From an optimization exercise on the open Yosys and OpenROAD flow, aimed at small area; shortcuts taken in it are not production practice.
In this exercise RTL edits were held to simulation tests only and were not proved equivalent to the original.
Power is estimated from default activity; no workload was simulated.

Setup of build 49:
## mflow_top
module mflow_top (
   input  logic        clk,
   input  logic        rstn,
   input  logic        start,
   input  logic [31:0] task_in_ts,
   input  logic [31:0] task_in_object,
   input  logic [2:0]  task_in_ttype,
   input  logic [63:0] task_in_args,
   output logic        done,
   output logic        idle,
   output logic [31:0] task_out_ts,
   output logic [31:0] task_out_object,
   output logic [2:0]  task_out_ttype,
   output logic [63:0] task_out_args,
   output logic        task_out_valid,
   input  logic        task_out_ready,
   output logic [31:0] mem_rd_addr,
   output logic        mem_rd_valid,
   input  logic        mem_rd_ready,
   input  logic [31:0] mem_rd_data,
   input  logic        mem_rd_resp_valid,
   output logic [31:0] mem_wr_addr,
   output logic [31:0] mem_wr_data,
   output logic        mem_wr_valid,
   input  logic        mem_wr_ready,
   output logic [31:0] undo_addr,
   output logic [31:0] undo_data,
   output logic        undo_valid,
   input  logic        undo_ready
);
   localparam logic [3:0] S_H0   = 4'd0,    
                          S_H1   = 4'd1,    
                          S_H2   = 4'd2,    
                          S_IDLE = 4'd3,
                          S_GH   = 4'd4,    
                          S_RE   = 4'd5,    
  ...
Size in the first run: roughly 1100 cells after synthesis, ~270 flip-flops, roughly 470 I/O pins, about 14000 um2 of cells after synthesis.
export LEC_CHECK = 0
export CAP_MARGIN = 20
export CORE_MARGIN = 2
export CORE_UTILIZATION = 40
export CTS_BUF_LIST = sky130_fd_sc_hd__clkbuf_4
export CTS_CLUSTER_DIAMETER = 60
export CTS_CLUSTER_SIZE = 10
export SLEW_MARGIN = 20
create_clock -name core_clock -period 10.0 [get_ports {clk}]
standard.sh (not shown) runs the stock make flow with config.mk's settings and CLKGATE_MAP_FILE= SYNTH_SCRIPT=/design/flow/synth_recipe.tcl, a recipe that flattens the netlist after the stock synthesis.
==> flow/flow/run.sh <==
#!/bin/bash
set -euo pipefail
export BUFFER_PORTS_ARGS="-buffer_cell sky130_fd_sc_hd__buf_1"
bash standard.sh finish > standard_flow.log 2>&1
Changes in build 45 relative to build 49:
- CTS_BUF_LIST changed from sky130_fd_sc_hd__clkbuf_4 to sky130_fd_sc_hd__clkbuf_8
- CTS_CLUSTER_DIAMETER changed from 60 to 70
- CTS_CLUSTER_SIZE changed from 10 to 14
Results
Build 45 closes out successfully: all stages finished, all timing, DRC and antenna checks passed. Area added between synthesis and finish: build 45 vs build 49 — no meaningful difference. Build 49 and build 45 ended up with nearly the same design area. Cell area after synthesis came out exactly the same in build 49 and build 45. Share of layout cells above drive strength 1 in build 45 is 1.4 points lower than in build 49. Compared with build 49, build 45 shows a worst setup slack that is 0.047 ns lower. Going from build 49 to build 45, the number of vias in the routed layout was found to have gone down by 139.
Edits applied to the flow inputs when going from build 45 to build 69:
==> flow/flow/run.sh <==
#!/bin/bash
set -euo pipefail
export BUFFER_PORTS_ARGS="-buffer_cell sky130_fd_sc_hd__buf_1"
bash standard.sh synth > standard_synth.log 2>&1
openroad -no_init -exit flow/restructure.tcl > restructure.log 2>&1
bash standard.sh finish > standard_finish.log 2>&1
==> flow/flow/restructure.tcl (new file) <==
# Remap the synthesized netlist's combinational logic for area.
set plat $::env(FLOW_HOME)/platforms/$::env(FLOW_PLATFORM)
set res orfs/results/$::env(FLOW_PLATFORM)/mflow_top/base
read_liberty $plat/lib/sky130_fd_sc_hd__tt_025C_1v80.lib
read_db $res/1_synth.odb
read_sdc $res/1_synth.sdc
set_dont_use [get_lib_cells {*/sky130_fd_sc_hd__probe_p_8 */sky130_fd_sc_hd__probec_p_8 */sky130_fd_sc_hd__lpflow_*}]
source $plat/setRC.tcl
report_design_area
file mkdir restructure_work
restructure -target area -liberty_file $plat/lib/sky130_fd_sc_hd__tt_025C_1v80.lib \
   -tielo_port sky130_fd_sc_hd__conb_1/LO -tiehi_port sky130_fd_sc_hd__conb_1/HI \
   -work_dir restructure_work
report_design_area
report_worst_slack
write_db $res/1_synth.odb
## What came out
Build 69 -> build 45: post-detailed-route count of antenna-violating nets flat
Comparing power share of the combinational group for build 45 and build 69, the bigger number came from build 45.
Against build 45, area after synthesis in build 69 fell by a few percent.
Build 45 -> build 69: fill cell instance count of the final layout decreased by a few percent
In the tables for build 45 and build 69, critical path depth reads lower with build 45.
Build 69 vs. build 45: number of cells on the worst reg-to-reg path shows an increase of 14, final hold slack now smaller, power went down by 1.0%.
In the metrics for build 45 and build 69, the one carrying the higher clock period minus final worst setup slack is build 45.
The timing endpoint of the critical path comes out r_d[31]$_DFFE_PP_ in one run and mem_rd_addr[21] in the other, namely in build 45 and build 69 respectively.
Taking build 45 as the reference, in build 69 final cell count picked up an extra about 10%, routed wire length climbed about 6%.
[inputs] build 57 vs build 69
- changing CTS_CLUSTER_SIZE from 14 to 20
- changing CTS_CLUSTER_DIAMETER from 70 to 80
==> flow/flow/run.sh <==
#!/bin/bash
set -euo pipefail
export BUFFER_PORTS_ARGS="-buffer_cell sky130_fd_sc_hd__buf_1"
bash standard.sh finish > standard_flow.log 2>&1
removed: flow/flow/restructure.tcl
Diff build 69 -> build 57: via count fell 2028; reported clock group power -about 2%.
Summary: setup slack after placement, build 57 worse than build 69
Build 69 ended up with more cell instances than build 57 did.
Power per cell area was higher in build 69 than in build 57.
Going from build 69 to build 57, clock-buffer cell count went down by about 16%, worst max-slew margin expressed relative to the limit went up by 3.7 points.
Changes in build 83 relative to build 57:
- CTS_BUF_LIST: sky130_fd_sc_hd__clkbuf_8 -> sky130_fd_sc_hd__clkbuf_16
- CTS_CLUSTER_DIAMETER: 80 -> 100
- CTS_CLUSTER_SIZE: 20 -> 28
Notes after the runs:
In build 83, final cell count is lower than in build 57. Between build 57 and build 83, clock share of power increased. Compared build 57 against build 83; net total in the final layout within noise. Clock network power consumption is higher on build 83. Going from build 57 to build 83, worst-skew pair later-pin latency has decreased, global-route usage comparable, worst-case headroom to the max-slew limit shows an increase of 4.6 points, detail-routed via count per cell moved down. Going from build 57 to build 83, count of clock-buffer cells in the layout saw a decrease; worst setup slack saw a decrease. Re relative area of clock buffers and inverters in the final design: build 83 is 0.46 points up on build 57.


mflow_top, a different RTL version from the one above (not shown whole).
Settings: LEC_CHECK=0, CAP_MARGIN=0, CORE_MARGIN=2, CORE_UTILIZATION=60, CTS_BUF_LIST=sky130_fd_sc_hd__clkbuf_8, CTS_CLUSTER_DIAMETER=70, CTS_CLUSTER_SIZE=14, SLEW_MARGIN=0; clock period 10.0 ns.
==> flow/flow/run.sh <==
#!/bin/bash
set -euo pipefail
export BUFFER_PORTS_ARGS="-buffer_cell sky130_fd_sc_hd__buf_1"
bash standard.sh synth > standard_synth.log 2>&1
awk -f flow/filter_lib.awk "$FLOW_HOME/platforms/$FLOW_PLATFORM/lib/sky130_fd_sc_hd__tt_025C_1v80.lib" > restructure.lib
openroad -no_init -exit flow/restructure.tcl > restructure.log 2>&1
bash standard.sh finish > standard_finish.log 2>&1
==> flow/flow/filter_lib.awk <==
# Drop the cells the platform marks don't-use (lpflow and probe cells) from a liberty file.
/^[ \t]*cell[ \t]*\(/ {
   if ($0 ~ /sky130_fd_sc_hd__(lpflow_|probe)/) { skip = 1; depth = 0 }
}
{
   if (skip) {
      n = gsub(/\{/, "{"); m = gsub(/\}/, "}");
      depth += n - m;
      if (depth <= 0 && (n > 0 || m > 0)) { skip = 0 }
      next
   }
   print
}
==> flow/flow/restructure.tcl <==
# Remap the synthesized netlist's combinational logic for area.
set plat $::env(FLOW_HOME)/platforms/$::env(FLOW_PLATFORM)
set res orfs/results/$::env(FLOW_PLATFORM)/mflow_top/base
read_liberty $plat/lib/sky130_fd_sc_hd__tt_025C_1v80.lib
read_db $res/1_synth.odb
read_sdc $res/1_synth.sdc
set_dont_use [get_lib_cells {*/sky130_fd_sc_hd__probe_p_8 */sky130_fd_sc_hd__probec_p_8 */sky130_fd_sc_hd__lpflow_*}]
source $plat/setRC.tcl
report_design_area
file mkdir restructure_work
restructure -target area -liberty_file restructure.lib \
   -tielo_port sky130_fd_sc_hd__conb_1/LO -tiehi_port sky130_fd_sc_hd__conb_1/HI \
   -work_dir restructure_work
report_design_area
report_worst_slack
write_db $res/1_synth.odb
Edit:
CAP_MARGIN = 20   (was 0)
CORE_UTILIZATION = 40   (was 60)
SLEW_MARGIN = 20   (was 0)
After rerunning: Non-clock buffer count came out higher by 2. Clock-buffer cell count is unchanged. Worst setup slack gets worse by 84 ps. Total power goes up by 0.46%. Utilization drops by 23 points. Hold slack loses 12 ps. Clock skew rises by 19 ps. Final area rises by about 1.8%. Clock power went up by about 2%. Via count went up by about 0.6%. First-iteration DRC count rises by about 24%.


mflow_top, a different RTL version from the one above (not shown whole).
For scale: about 900 cells after synthesis, roughly 470 I/O pins, about 10000 um2 of cells after synthesis.
## mflow_top
module mflow_top (
   input  logic        clk,
   input  logic        rstn,
   input  logic        start,
   input  logic [31:0] task_in_ts,
   input  logic [31:0] task_in_object,
   input  logic [2:0]  task_in_ttype,
   input  logic [63:0] task_in_args,
   output logic        done,
   output logic        idle,
   output logic [31:0] task_out_ts,
   output logic [31:0] task_out_object,
   output logic [2:0]  task_out_ttype,
   output logic [63:0] task_out_args,
   output logic        task_out_valid,
   input  logic        task_out_ready,
   output logic [31:0] mem_rd_addr,
   output logic        mem_rd_valid,
   input  logic        mem_rd_ready,
   input  logic [31:0] mem_rd_data,
   input  logic        mem_rd_resp_valid,
   output logic [31:0] mem_wr_addr,
   output logic [31:0] mem_wr_data,
   output logic        mem_wr_valid,
   input  logic        mem_wr_ready,
   output logic [31:0] undo_addr,
   output logic [31:0] undo_data,
   output logic        undo_valid,
   input  logic        undo_ready
);
clock: 10.0 ns
lec_check: 0
cap_margin: 0
core_margin: 2
core_utilization: 40
cts_buf_list: sky130_fd_sc_hd__clkbuf_8
cts_cluster_diameter: 70
cts_cluster_size: 14
gpl_timing_driven: 0
slew_margin: 0
Scripts as last shown in full above: flow/flow/run.sh, flow/flow/filter_lib.awk, flow/flow/restructure.tcl
Edit:
- CAP_MARGIN: 0 -> 20
- GPL_TIMING_DRIVEN: 0 -> not set
- SLEW_MARGIN: 0 -> 20
Result:
- die area does not change
- synthesized cell count does not change
- hold slack is better by 11 ps
- routed wire length fell by 2.4%
- fmax went up by about 2.3%
- cell count went down by about 9%
- clock skew went down by 27 ps
- total power increases by about 1%
- design area is lower by 4.8%
Edit:
- CAP_MARGIN: 20 -> 0
- CORE_UTILIZATION: 40 -> 60
- SLEW_MARGIN: 20 -> 0
Combinational power grows by about 4.6%.
Cell area falls by about 1.7%.
Sequential power barely changes.
Die area decreases by about 33%.
Core utilization went up by 23 points.
Area after synthesis is unchanged.


== run A ==
The RTL this note starts from:
==> flow/design.v <==
`timescale 1ns/1ps
package mflow_pkg;
   typedef logic [31:0] word_t;
   typedef logic [31:0] addr_t;
   typedef logic [31:0] vid_t;
   typedef logic [31:0] ts_t;
   typedef logic [2:0]  ttype_t;
   typedef struct packed {
      logic [63:0] args;
      ttype_t      ttype;
      vid_t        object;
      ts_t         ts;
   } task_t;
   typedef struct packed {
      addr_t addr;
   } rd_req_t;
   typedef struct packed {
      word_t data;
      addr_t addr;
   } wr_req_t;
   typedef struct packed {
      word_t data;    
      addr_t addr;
   } undo_entry_t;
   localparam ttype_t DISCHARGE_TASK  = 3'd0;
   localparam ttype_t GET_HEIGHT_TASK = 3'd1;
   localparam ttype_t PUSH_TASK       = 3'd2;
   localparam ttype_t RECEIVE_TASK    = 3'd3;
   localparam int VID_EXCESS_OFFSET = 0;
   localparam int VID_HEIGHT_OFFSET = 8;
   localparam int FLOW_BASE_WORD = 4;
   localparam int VERTEX_SHIFT = 6;    
endpackage
`timescale 1ns/1ps
module mflow_top (
   input  logic        clk,
   input  logic        rstn,
   input  logic        start,
   input  logic [31:0] task_in_ts,
   input  logic [31:0] task_in_object,
   input  logic [2:0]  task_in_ttype,
   input  logic [63:0] task_in_args,
   output logic        done,
   output logic        idle,
   output logic [31:0] task_out_ts,
   output logic [31:0] task_out_object,
   output logic [2:0]  task_out_ttype,
   output logic [63:0] task_out_args,
   output logic        task_out_valid,
   input  logic        task_out_ready,
   output logic [31:0] mem_rd_addr,
   output logic        mem_rd_valid,
   input  logic        mem_rd_ready,
   input  logic [31:0] mem_rd_data,
   input  logic        mem_rd_resp_valid,
   output logic [31:0] mem_wr_addr,
   output logic [31:0] mem_wr_data,
   output logic        mem_wr_valid,
   input  logic        mem_wr_ready,
   output logic [31:0] undo_addr,
   output logic [31:0] undo_data,
   output logic        undo_valid,
   input  logic        undo_ready
);
   localparam logic [4:0] S_HW0  = 5'd0,    
                          S_H0   = 5'd1,    
                          S_HW1  = 5'd2,    
                          S_H1   = 5'd3,    
                          S_HW2  = 5'd4,    
                          S_H2   = 5'd5,    
                          S_HW3  = 5'd6,    
                          S_IDLE = 5'd7,
                          S_WA   = 5'd8,    
                          S_GH   = 5'd9,    
                          S_GE   = 5'd10,   
                          S_RE   = 5'd11,   
                          S_SE   = 5'd12,   
                          S_RF   = 5'd13,   
                          S_UF   = 5'd14,   
                          S_SUB  = 5'd15,   
                          S_WF   = 5'd16,   
                          S_MV   = 5'd17,   
                          S_UE   = 5'd18,   
                          S_ADD  = 5'd19,   
                          S_WE   = 5'd20,   
                          S_D1   = 5'd21,   
                          S_D2   = 5'd22,   
                          S_CH   = 5'd23,   
                          S_FIN  = 5'd24;
   logic [4:0]  state, nstate;
   logic        wt;         
   logic [4:0]  ph;         
   logic        arm;        
   logic [31:0] brg, srg, krg, erg;   
   logic [31:0] r_ts;       
   logic [31:0] r_ob;       
   logic [31:0] r_x;        
   logic [31:0] r_d;        
   logic [3:0]  idx;
   logic [5:0]  dl;         
   logic        dcf;        
   logic        nes, nek;   
   logic        nz;         
   wire rdst = (state == S_H0) || (state == S_H1) || (state == S_H2) ||
               (state == S_GH) || (state == S_RE) || (state == S_RF);
   wire resp = mem_rd_resp_valid && wt && rdst;
   wire acc  = start && idle;
   wire win  = arm;                   
   wire wend = arm && (ph == 5'd31);  
   wire hw   = (state[4:3] == 2'b00) && !state[0] && (state != S_HW3);
   wire sub  = (state == S_SUB);
   wire xb   = r_x[0] ^ sub;
   wire dcin = (ph == 5'd0) ? sub : dcf;
   wire dsb  = r_d[0] ^ xb ^ dcin;
   wire dco  = (r_d[0] & xb) | (r_d[0] & dcin) | (xb & dcin);
   wire etop = (state == S_MV) || (state == S_D1);
   wire dtop = etop ? erg[0] : dsb;
   wire [4:0] fo = {1'b0, idx} + 5'd4;        
   logic fbit;                                
   always_comb begin
      case (ph)
         5'd2:    fbit = fo[0];
         5'd3:    fbit = fo[1];
         5'd4:    fbit = fo[2];
         5'd5:    fbit = fo[3];
         5'd6:    fbit = fo[4];
         default: fbit = 1'b0;
      endcase
   end
   logic ox, oy, oc0;
   always_comb begin
      ox  = r_ob[0];
      oy  = 1'b0;
      oc0 = 1'b0;
      case (state)
         S_WA:  begin ox = (ph >= 5'd6) ? dl[0] : (wt && ph == 5'd3); oy = brg[0]; end
         S_SE:  oy = fbit;
         S_MV:  begin oy = !fbit;   oc0 = 1'b1; end
         S_D1:  begin oy = !brg[0]; oc0 = 1'b1; end
         default: ;
      endcase
   end
   wire ocin = (ph == 5'd0) ? oc0 : dcf;
   wire osb  = ox ^ oy ^ ocin;
   wire oco  = (ox & oy) | (ox & ocin) | (oy & ocin);
   wire hbit = ((ph == 5'd2) && state[1]) || ((ph == 5'd3) && state[2]);
   wire otop = hw ? hbit : ((state == S_D2) ? dl[0] : ((state == S_GE) ? erg[0] : osb));
   wire oshift = win && (hw || (state == S_WA) || (state == S_SE) || (state == S_GE) ||
                         (state == S_MV) || (state == S_D1) ||
                         ((state == S_D2) && (ph < 5'd6)));
   wire vb   = r_ob[0];
   wire ds   = srg[0] ^ vb;
   wire dk   = krg[0] ^ vb;
   wire act = !nz && nes && nek;
   assign idle           = (state == S_IDLE);
   assign done           = (state == S_FIN);
   assign mem_rd_valid   = rdst && !wt;
   assign mem_rd_addr    = r_ob;
   assign undo_valid     = (state == S_UF) || (state == S_UE);
   assign undo_addr      = r_ob;
   assign undo_data      = r_d;
   assign mem_wr_valid   = (state == S_WF) || (state == S_WE);
   assign mem_wr_addr    = r_ob;
   assign mem_wr_data    = r_d;
   assign task_out_valid = (state == S_CH);
   assign task_out_ts     = r_ts;
   assign task_out_object = r_ob;
   assign task_out_ttype  = {1'b0, wt, 1'b0};
   assign task_out_args   = {r_x, r_d};
   wire rd_go = mem_rd_valid && mem_rd_ready;
   wire isw = (state == S_HW0) || (state == S_HW1) || (state == S_HW2) || (state == S_HW3) ||
              (state == S_WA) || (state == S_GE) || (state == S_SE) || (state == S_SUB) ||
              (state == S_MV) || (state == S_ADD) || (state == S_D1) || (state == S_D2);
   wire adv = (isw && wend) || resp || (undo_valid && undo_ready) ||
              (mem_wr_valid && mem_wr_ready) || (task_out_valid && task_out_ready) ||
              (idle && start);
   always_comb begin
      if (state == S_FIN)
         nstate = S_IDLE;
      else if (idle && start && task_in_ttype != 3'd1 && task_in_ttype != 3'd3)
         nstate = S_FIN;
      else if (state == S_WA && wend && !wt)
         nstate = S_RE;
      else if (state == S_GE && wend)
         nstate = S_CH;
      else if (state == S_WE && mem_wr_ready && !act)
         nstate = S_FIN;
      else if (adv)
         nstate = state + 5'd1;
      else
         nstate = state;
   end
   wire chg    = adv || (state == S_FIN);
   wire dshift = win && ((state == S_HW1) || (state == S_HW2) || (state == S_HW3) || (state == S_WA) ||
                         (state == S_SE) || (state == S_SUB) || (state == S_MV) ||
                         (state == S_ADD) || (state == S_D1));
   always_ff @(posedge clk) begin
      if (!rstn) begin
         state <= S_HW0;
         wt    <= 1'b0;
         arm   <= 1'b0;
         ph    <= 5'd0;
      end else begin
         state <= nstate;
         ph    <= ph + 5'd1;
         arm   <= !chg && (arm || (ph == 5'd31));
         if (acc)   wt <= (task_in_ttype == 3'd1);
         if (state == S_WA && wend) wt <= 1'b0;
         if (rd_go) wt <= 1'b1;
         if (resp)  wt <= (state == S_GH);
         if (state == S_CH && task_out_ready) wt <= 1'b0;
      end
   end
   always_ff @(posedge clk) begin
      dcf  <= ((state == S_SUB) || (state == S_ADD)) ? dco : oco;
      brg  <= {(state == S_HW1 && win) ? r_d[0] : brg[0], brg[31:1]};
      srg  <= {(state == S_HW2 && win) ? r_d[0] : srg[0], srg[31:1]};
      krg  <= {(state == S_HW3 && win) ? r_d[0] : krg[0], krg[31:1]};
      erg  <= {((state == S_SE || state == S_WA) && win) ? r_d[0] : erg[0], erg[31:1]};
      if (acc) begin
         r_ts <= task_in_ts;
         r_ob <= task_in_object;
         r_x  <= task_in_args[63:32];
         r_d  <= task_in_args[31:0];
         idx  <= task_in_args[3:0];
      end
      if (resp) r_d <= mem_rd_data;
      if (dshift) r_d <= {dtop, r_d[31:1]};
      if (oshift) r_ob <= {otop, r_ob[31:1]};
      if (win && ((state == S_SUB) || (state == S_ADD))) r_x <= {r_x[0], r_x[31:1]};
      if (win && ((state == S_WA) || ((state == S_D2) && (ph < 5'd6))))
         dl <= {r_ob[0], dl[5:1]};
      if (state == S_WA && win) begin
         nes <= (ph == 5'd0) ? ds : (nes || ds);
         nek <= (ph == 5'd0) ? dk : (nek || dk);
      end
      if (state == S_SE && win) nz <= (ph == 5'd0) ? r_d[0] : (nz || r_d[0]);
      if (state == S_ADD && wend) r_x <= r_ts;
   end
endmodule
Settings: LEC_CHECK=0, CAP_MARGIN=0, CORE_MARGIN=2, CORE_UTILIZATION=70, CTS_BUF_LIST=sky130_fd_sc_hd__clkbuf_8, CTS_CLUSTER_DIAMETER=70, CTS_CLUSTER_SIZE=14, SLEW_MARGIN=0; clock period 10.0 ns.
Scripts as last shown in full above: flow/flow/run.sh, flow/flow/filter_lib.awk, flow/flow/restructure.tcl
Tool error PPL-0024 stopped run A during 3_2_place_iop; no final results.
Edits applied to the flow inputs when going from run A to run B:
- CORE_UTILIZATION changed from 70 to 60
Findings:
Summary of run A and run B: one run falls short of a clean finish, namely run A. Die height ended up 9.6 um higher on run B than on run A. On run B: initial standard-cell utilization of the core is 11 points lower than what run A gave. Summary of run B over run A: synthesized area comparable; number of cell rows picked up an extra about 9%; synthesized cell count about even; width of the die increased by about 8% relative to the old numbers.
What run C does differently from run B at the input level:
- swapping 0 for 20 in SLEW_MARGIN
- swapping 60 for 40 in CORE_UTILIZATION
- swapping 0 for 20 in CAP_MARGIN
Wire length of the first global-routing pass ended up about 4.6% lower on run C than on run B. Row final period demand of the worst path: run C lower / run B higher. | via count | run C vs run B | about 1.4% lower |. Internal portion of total power in run C is about 0.5% higher than in run B. Worst hold slack (run C over run B): increase, 0.011 ns. The run showing the greater routing usage on met3 is run B. Run C vs run B on cell area: run C is the higher one. When run C is measured against run B, its setup slack turns out 0.068 ns higher. Compared with run B, run C instantiates a larger number of standard cells. Total wire length after detailed routing delta (run C − run B): favourable.

==> re-timing with driven ports <==
No port has a modelled driver above. Below, the same layouts with a new extraction and two added sets of constraints. Step 1 (the two cells are an assumption about what drives the block):
set clk [get_ports {clk}]
set_driving_cell -lib_cell sky130_fd_sc_hd__clkbuf_16 $clk
set_driving_cell -lib_cell sky130_fd_sc_hd__buf_2 [delete_from_list [all_inputs] $clk]
Step 2 moves the port delays by t, midway between the first and last clock arrival at a register: inputs arrive t later, outputs are due t later. That takes back most of the time a late clock gives input paths. Three values: ideal ports, drivers, drivers and shift; two values: the first two.
| run | t, ns | setup WS [ns] | pins driven straight from the clock port |
|---|---|---|---|
| build 49 | 0.709 | 1.106 / 1.106 / 1.106 | 1 |
| build 45 | 0.625 | 1.059 / 1.059 / 1.059 | 1 |
| build 69 | 0.631 | 2.209 / 2.158 / 2.372 | 1 |
| build 57 | 0.611 | 1.081 / 1.081 / 1.081 | 1 |
| build 83 | 0.565 | 1.042 / 1.042 / 1.042 | 1 |
| the first run of note 2 | 0.592 | 5.459 / 5.414 / 5.397 | 1 |
| the second run of note 2 | 0.591 | 5.375 / 5.334 / 5.925 | 1 |
| the first run of note 3 | 0.589 | 4.837 / 4.793 / 4.482 | 1 |
| the second run of note 3 | 0.594 | 4.954 / 4.908 / 5.467 | 1 |
| the third run of note 3 | 0.582 | 5.072 / 5.030 / 5.063 | 1 |
| run B | 0.573 | 5.163 / 5.120 / 5.107 | 1 |
| run C | 0.585 | 5.232 / 5.188 / 5.773 | 1 |
After both steps setup and hold are still met in every run listed. The setup slack of the first run of note 3, which loses most, moves by -0.044 ns with the drivers and by -0.355 ns with both steps.
